This design comes from an exercise in tuning for small area, a short achievable clock period and few clock cycles per item on the open sky130 flow, not from production work.
Where RTL was checked, it was by simulation tests only, not by an equivalence proof against the original.
No activity file was given, so power comes from the tool's default toggle rates.

## red
==> flow/design.v (excerpt) <==
module aluTop (
	input  logic        clk,
	input  logic        rstN,
	input  logic        start,
	input  logic [15:0] a,
	input  logic [15:0] b,
	input  logic [3:0]  op,
	output logic        done,
	output logic [31:0] result,
	output logic [1:0]  error
);
Size in the first run: about 300 flip-flops, roughly 74 I/O pins, roughly 22000 um2 of cells after synthesis.
make LEC_CHECK=0 CAP_MARGIN=20 CORE_MARGIN=2 CORE_UTILIZATION=40 CTS_BUF_LIST='sky130_fd_sc_hd__clkbuf_4 sky130_fd_sc_hd__clkbuf_8' SLEW_MARGIN=20 SYNTH_HIERARCHICAL=1 SYNTH_MINIMUM_KEEP_SIZE=0 finish   # period 28.0 ns
run.sh (not shown) runs the stock make flow with config.mk's settings and CLKGATE_MAP_FILE= SYNTH_SCRIPT=/design/flow/synth_recipe.tcl, a recipe that flattens the netlist after the stock synthesis.
Testbench counts of red, summed over its fixed seeds: cycles 8,048, items 8,000.
The inputs of blue differ from those of red as listed below.
Settings: a deleted CTS_BUF_LIST that had been sky130_fd_sc_hd__clkbuf_4 sky130_fd_sc_hd__clkbuf_8.
Comparing red and blue, the lower achievable clock frequency was measured on red. Changes observed in blue relative to red: data arrival at the endpoint of the critical path moved down, clock network fraction of design power now sits higher. First-pass GRT wire length: blue vs red — no meaningful difference. Of red and blue, blue shows the lower relative contribution of combinational cells to total power, with red above it. Worst setup slack ends up higher on blue.

the previous run:
aluTop, a different RTL version from the one above (not shown whole).
Size: about 2500 cells after synthesis, about 250 flip-flops, roughly 74 I/O pins, about 20000 µm² of cells after synthesis.
## aluTop
module aluTop (
	input  logic        clk,
	input  logic        rstN,
	input  logic        start,
	input  logic [15:0] a,
	input  logic [15:0] b,
	input  logic [3:0]  op,
	output logic        done,
	output logic [31:0] result,
	output logic [1:0]  error
);
clock: 28.0 ns
lec_check: 0
abc_area: 1
cap_margin: 20
core_margin: 2
core_utilization: 65
slew_margin: 20
synth_hierarchical: 1
synth_minimum_keep_size: 0
standard.sh (not shown) runs the stock make flow with config.mk's settings and CLKGATE_MAP_FILE= SYNTH_SCRIPT=/design/flow/synth_recipe.tcl, a recipe that flattens the netlist after the stock synthesis.
==> flow/flow/run.sh <==
#!/bin/bash
# Standard ORFS layout with these changes to how it is made (the clock period and
# the constraints are unchanged):
#  - the resizer's setup repair aims for a margin below the clock period;
#  - clock tree synthesis clusters more sinks per buffer and adds no dummy loads;
#  - the port buffers start as buf_2 (the resizer may still size them).
set -euo pipefail
export SETUP_SLACK_MARGIN=21.4
export CTS_ARGS="-sink_clustering_enable -repair_clock_nets -sink_clustering_size 30 -sink_clustering_max_diameter 80 -dont_use_dummy_load"
export BUFFER_PORTS_ARGS="-buffer_cell sky130_fd_sc_hd__buf_2"
bash standard.sh > standard_flow.log 2>&1
The previous run: flow completed, timing, DRC and antenna clean
> inputs changed (the previous run -> the current run)
Settings: ABC_AREA removed (was 1).
diff --git a/flow/flow/run.sh b/flow/flow/run.sh
--- a/flow/flow/run.sh
+++ b/flow/flow/run.sh
@@ -6,5 +6,5 @@
 #  - the port buffers start as buf_2 (the resizer may still size them).
 set -euo pipefail
-export SETUP_SLACK_MARGIN=21.4
+export SETUP_SLACK_MARGIN=21.5
 export CTS_ARGS="-sink_clustering_enable -repair_clock_nets -sink_clustering_size 30 -sink_clustering_max_diameter 80 -dont_use_dummy_load"
 export BUFFER_PORTS_ARGS="-buffer_cell sky130_fd_sc_hd__buf_2"
[summary]
Compared with the previous run, in the current run fraction of power consumed by combinational cells went down; post-route minimum period shows a reduction of 0.0046 ns; complex-gate fraction of the synthesized area increased 4.2 points; number of antenna diodes went down 1; worst hold slack increased by 0.0091 ns relative to the old numbers.
Number of tapcells ended up 1.5% lower on the current run than on the previous run.
Final cycle utilization of the critical path across the current run and the previous run: no real change.
In the current run the post-cts sizing count turned out 34 higher than in the previous run.
The critical-path cell with the highest stage delay comes out sky130_fd_sc_hd__dfxtp_2 in one run and sky130_fd_sc_hd__dfxtp_1 in the other, namely in the current run and the previous run respectively.
Relative to the previous run, the final cell area reported for the current run is lower.
No run of this note included a check of the RTL's function; only the layout flow was run.

run A:
Another version of the RTL of aluTop (not shown whole).
Size in the first run: roughly 1900 cells after synthesis, ~19000 um^2 of cells after synthesis.
Settings: LEC_CHECK=0, CAP_MARGIN=20, CORE_MARGIN=2, CORE_UTILIZATION=65, SLEW_MARGIN=20, SYNTH_HIERARCHICAL=1, SYNTH_MINIMUM_KEEP_SIZE=0; clock period 28.0 ns.
==> flow/flow/run.sh <==
#!/bin/bash
# Standard ORFS layout with these changes to how it is made (the clock period and
# the constraints are unchanged):
#  - the resizer's setup repair aims for a margin below the clock period;
#  - clock tree synthesis clusters more sinks per buffer and adds no dummy loads;
#  - the port buffers start as buf_2 (the resizer may still size them).
set -euo pipefail
export SETUP_SLACK_MARGIN=21.3
export CTS_ARGS="-sink_clustering_enable -repair_clock_nets -sink_clustering_size 30 -sink_clustering_max_diameter 80 -dont_use_dummy_load -sink_clustering_levels 1"
export BUFFER_PORTS_ARGS="-buffer_cell sky130_fd_sc_hd__buf_2"
bash standard.sh > standard_flow.log 2>&1
Testbench counts of run A, summed over its fixed seeds: cycles 8,040, items 8,000.
> inputs changed (run A -> run B)
--- a/flow/flow/run.sh
+++ b/flow/flow/run.sh
@@ -8,3 +8,3 @@
 export SETUP_SLACK_MARGIN=21.3
-export CTS_ARGS="-sink_clustering_enable -repair_clock_nets -sink_clustering_size 30 -sink_clustering_max_diameter 80 -dont_use_dummy_load -sink_clustering_levels 1"
+export CTS_ARGS="-sink_clustering_enable -repair_clock_nets -sink_clustering_size 25 -sink_clustering_max_diameter 60 -dont_use_dummy_load"
 export BUFFER_PORTS_ARGS="-buffer_cell sky130_fd_sc_hd__buf_2"
Results
- In terms of sequential share of the synthesized area, run A and run B differ only marginally.
- Compared run B vs run A, and share of total power in the clock network is up in run B.
- Cmp run B vs run A: routed wire length higher in run B
- Between run B and run A, the difference in non-clock buffering overhead in the final layout is negligible.
[inputs] run C vs run B
==> flow/flow/run.sh <==
#!/bin/bash
# Standard ORFS layout with these changes to how it is made (the clock period and
# the constraints are unchanged):
#  - the resizer's setup repair aims for a margin below the clock period, by sizing only;
#  - clock tree synthesis clusters more sinks per buffer and adds no dummy loads;
#  - the port buffers start as buf_2 (the resizer may still size them).
set -euo pipefail
export SETUP_SLACK_MARGIN=21.3
export SETUP_MOVE_SEQUENCE="unbuffer,size_down,sizeup,swap"
export CTS_ARGS="-sink_clustering_enable -repair_clock_nets -sink_clustering_size 30 -sink_clustering_max_diameter 80 -dont_use_dummy_load"
export BUFFER_PORTS_ARGS="-buffer_cell sky130_fd_sc_hd__buf_2"
bash standard.sh > standard_flow.log 2>&1
[summary]
- Run comparison: run C type of the setup path with the least slack register to register; run B type of the setup path with the least slack register to primary output
- Delta (run C minus run B): clock network fraction of design power lower; count of clock-buffer cells in the layout lower; highest attainable clock frequency lower; depth of the worst register-to-register path higher.
- Run comparison: run C master of the slowest instance on the critical path nand3b_1; run B master of the slowest instance on the critical path dfxtp_1
- Going from run B to run C, the arrival time reported for the critical path endpoint was found to have gone up by 6140 ps.
> inputs changed (run C -> run D)
==> flow/flow/run.sh <==
#!/bin/bash
# Standard ORFS layout with these changes to how it is made (the clock period and
# the constraints are unchanged):
#  - the resizer's setup repair aims for a margin below the clock period;
#  - clock tree synthesis clusters more sinks per buffer and adds no dummy loads;
#  - the port buffers start as buf_2 (the resizer may still size them).
set -euo pipefail
export SETUP_SLACK_MARGIN=21.3
export CTS_ARGS="-repair_clock_nets -dont_use_dummy_load"
export BUFFER_PORTS_ARGS="-buffer_cell sky130_fd_sc_hd__buf_2"
bash standard.sh > standard_flow.log 2>&1
==> results.txt <==
- Run D: clock-buffer cell count is 31 higher than what run C reported.
- In the flow results for run C and run D, the ratio of final minimum period to clock period is larger on run C.
- Number of gates given a new drive strength after cts (lower): run D
- Summary of the comparison: maximum vdd drop is lower in run D, relative to run C.
- Diff run C -> run D | number of filler cells placed in the layout | decrease of 145
- Comparing run C against run D, there is no change at all in total standard cell area after synthesis.

Another version of the RTL of aluTop (not shown whole).
Size: ~2000 cells after synthesis, ~300 flip-flops.
clock: 28.0 ns
lec_check: 0
cap_margin: 20
core_margin: 2
core_utilization: 40
cts_cluster_diameter: 80
cts_cluster_size: 30
slew_margin: 20
synth_hierarchical: 1
synth_minimum_keep_size: 0
==> flow/flow/run.sh <==
#!/bin/bash
# Standard ORFS layout; the resizer's setup repair aims for a margin below the
# clock period (the constraints and the clock period are unchanged).
set -euo pipefail
export SETUP_SLACK_MARGIN=21.5
bash standard.sh > standard_flow.log 2>&1
Testbench counts at the start, summed over its fixed seeds: cycles 8,048, items 8,000.
Next try:
CTS_CLUSTER_DIAMETER = unset   (was 80)
CTS_CLUSTER_SIZE = unset   (was 30)
Final area goes up by 0.86%. Synthesized area is unchanged. Non-clock buffer count goes up by 1. Total power goes up by 3.8%. Maximum frequency is about the same. Synthesized cell count is unchanged. Count of clock-buffer cells in the layout goes up by 26. Worst setup slack improves by 0.013 ns.
Next try:
==> flow/flow/run.sh (replaced) <==
#!/bin/bash
# Standard ORFS layout with two changes to how it is made (the clock period and
# the constraints are unchanged):
#  - the resizer's setup repair aims for a margin below the clock period;
#  - clock tree synthesis clusters more sinks per buffer and adds no dummy loads.
set -euo pipefail
export SETUP_SLACK_MARGIN=21.5
export CTS_ARGS="-sink_clustering_enable -repair_clock_nets -sink_clustering_size 30 -sink_clustering_max_diameter 80 -dont_use_dummy_load"
bash standard.sh > standard_flow.log 2>&1
CTS_CLUSTER_DIAMETER = 80   (was unset)
CTS_CLUSTER_SIZE = 30   (was unset)
After rerunning:
- The changed run finished clean
- total power shrinks by a little under a tenth
- maximum frequency hardly moves
- setup slack degrades by 0.011 ns
- sequential power barely changes
- global-route usage is lower by 0.32 points
- routed wire length decreases slightly
- first-iteration DRC count barely changes

aluTop again, from the RTL that the note above started with.
==> flow/config.mk <==
export PLATFORM = sky130hd
export DESIGN_NAME = aluTop
export DESIGN_NICKNAME = aluTop
export VERILOG_FILES = /design/flow/design.v
export SDC_FILE = /design/flow/constraint.sdc
export NUM_CORES = 4
export LEC_CHECK = 0
export CAP_MARGIN = 20
export CORE_MARGIN = 2
export CORE_UTILIZATION = 65
export SLEW_MARGIN = 20
export SYNTH_HIERARCHICAL = 1
export SYNTH_MINIMUM_KEEP_SIZE = 0
==> flow/constraint.sdc <==
create_clock -name core_clock -period 28.0 [get_ports {clk}]
set_input_delay 5.6000 -clock core_clock [delete_from_list [all_inputs] [get_ports {clk}]]
set_output_delay 5.6000 -clock core_clock [all_outputs]
set_load 0.01 [all_outputs]
==> flow/flow/run.sh <==
#!/bin/bash
# Standard ORFS layout with these changes to how it is made (the clock period and
# the constraints are unchanged):
#  - the resizer's setup repair aims for a margin below the clock period;
#  - clock tree synthesis clusters more sinks per buffer and adds no dummy loads;
#  - the port buffers start as buf_2 (the resizer may still size them).
set -euo pipefail
export SETUP_SLACK_MARGIN=21.5
export CTS_ARGS="-sink_clustering_enable -repair_clock_nets -sink_clustering_size 30 -sink_clustering_max_diameter 80 -dont_use_dummy_load"
export BUFFER_PORTS_ARGS="-buffer_cell sky130_fd_sc_hd__buf_2"
bash standard.sh > standard_flow.log 2>&1
Testbench counts at the start, summed over its fixed seeds: cycles 8,048, items 8,000.
Rerun with:
==> flow/flow/run.sh (replaced) <==
#!/bin/bash
# Standard ORFS layout; the resizer's setup repair aims for a margin below the
# clock period (the constraints and the clock period are unchanged).
set -euo pipefail
export SETUP_SLACK_MARGIN=21.5
bash standard.sh > standard_flow.log 2>&1
CORE_UTILIZATION = 55   (was 65)
CTS_CLUSTER_DIAMETER = 80   (was not set)
CTS_CLUSTER_SIZE = 30   (was not set)
Effect: The changed run went through all stages and came out clean; worst setup slack is worse by 0.025 ns; non-clock buffer count came out lower by 18; worst hold slack is better by 0.0066 ns; fmax came out lower by 0.38%; wire length came out higher by 1.2%; via count came out lower by 2.2%; cell count came out higher by 2.6%; final area came out higher by 1.9%.

## re-timing with driven ports
How much do the figures lean on ideal ports? The routed layouts below were timed once more, with nothing changed but the port constraints.
Step 1: set_driving_cell puts a clkbuf_16 on clk and a buf_2 on each other input, an assumption about the parent block.
Step 2 moves the port delays by t, midway between the first and last clock arrival at a register: inputs arrive t later, outputs are due t later. That takes back most of the time a late clock gives input paths.
Slacks: ideal ports / drivers / drivers and shift; pairs: ideal ports / drivers.
run	t, ns	setup WS [ns]	latest minus earliest clock arrival (ns)	worst register clock-pin slew, ns
red	0.694	20.851 / 20.800 / 21.042	0.059 / 0.059	0.07 / 0.07
blue	0.601	20.953 / 20.898 / 21.031	0.031 / 0.031	0.06 / 0.06
the previous run	0.549	21.432 / 21.381 / 21.464	0.082 / 0.083	0.11 / 0.11
the current run	0.542	21.437 / 21.386 / 21.424	0.062 / 0.061	0.10 / 0.10
run A	0.542	21.407 / 21.357 / 21.414	0.093 / 0.093	0.10 / 0.10
run B	0.557	21.436 / 21.387 / 21.330	0.065 / 0.065	0.09 / 0.09
run C	0.542	21.319 / 21.319 / 21.319	0.092 / 0.092	0.10 / 0.10
run D	0.611	21.403 / 21.351 / 21.334	0.025 / 0.025	0.06 / 0.06
the first run of note 4	0.607	21.399 / 21.347 / 21.631	0.041 / 0.041	0.10 / 0.10
the second run of note 4	0.607	21.412 / 21.359 / 21.627	0.023 / 0.023	0.07 / 0.07
the third run of note 4	0.595	21.401 / 21.350 / 21.610	0.075 / 0.075	0.10 / 0.10
the first run of note 5	0.555	21.439 / 21.388 / 21.779	0.062 / 0.062	0.10 / 0.10
the second run of note 5	0.591	21.414 / 21.361 / 21.597	0.032 / 0.032	0.11 / 0.11
After both steps setup and hold are still met in every run listed. For run B, which loses most, drivers alone change the setup slack by -0.049 ns; drivers and shift together by -0.106 ns.
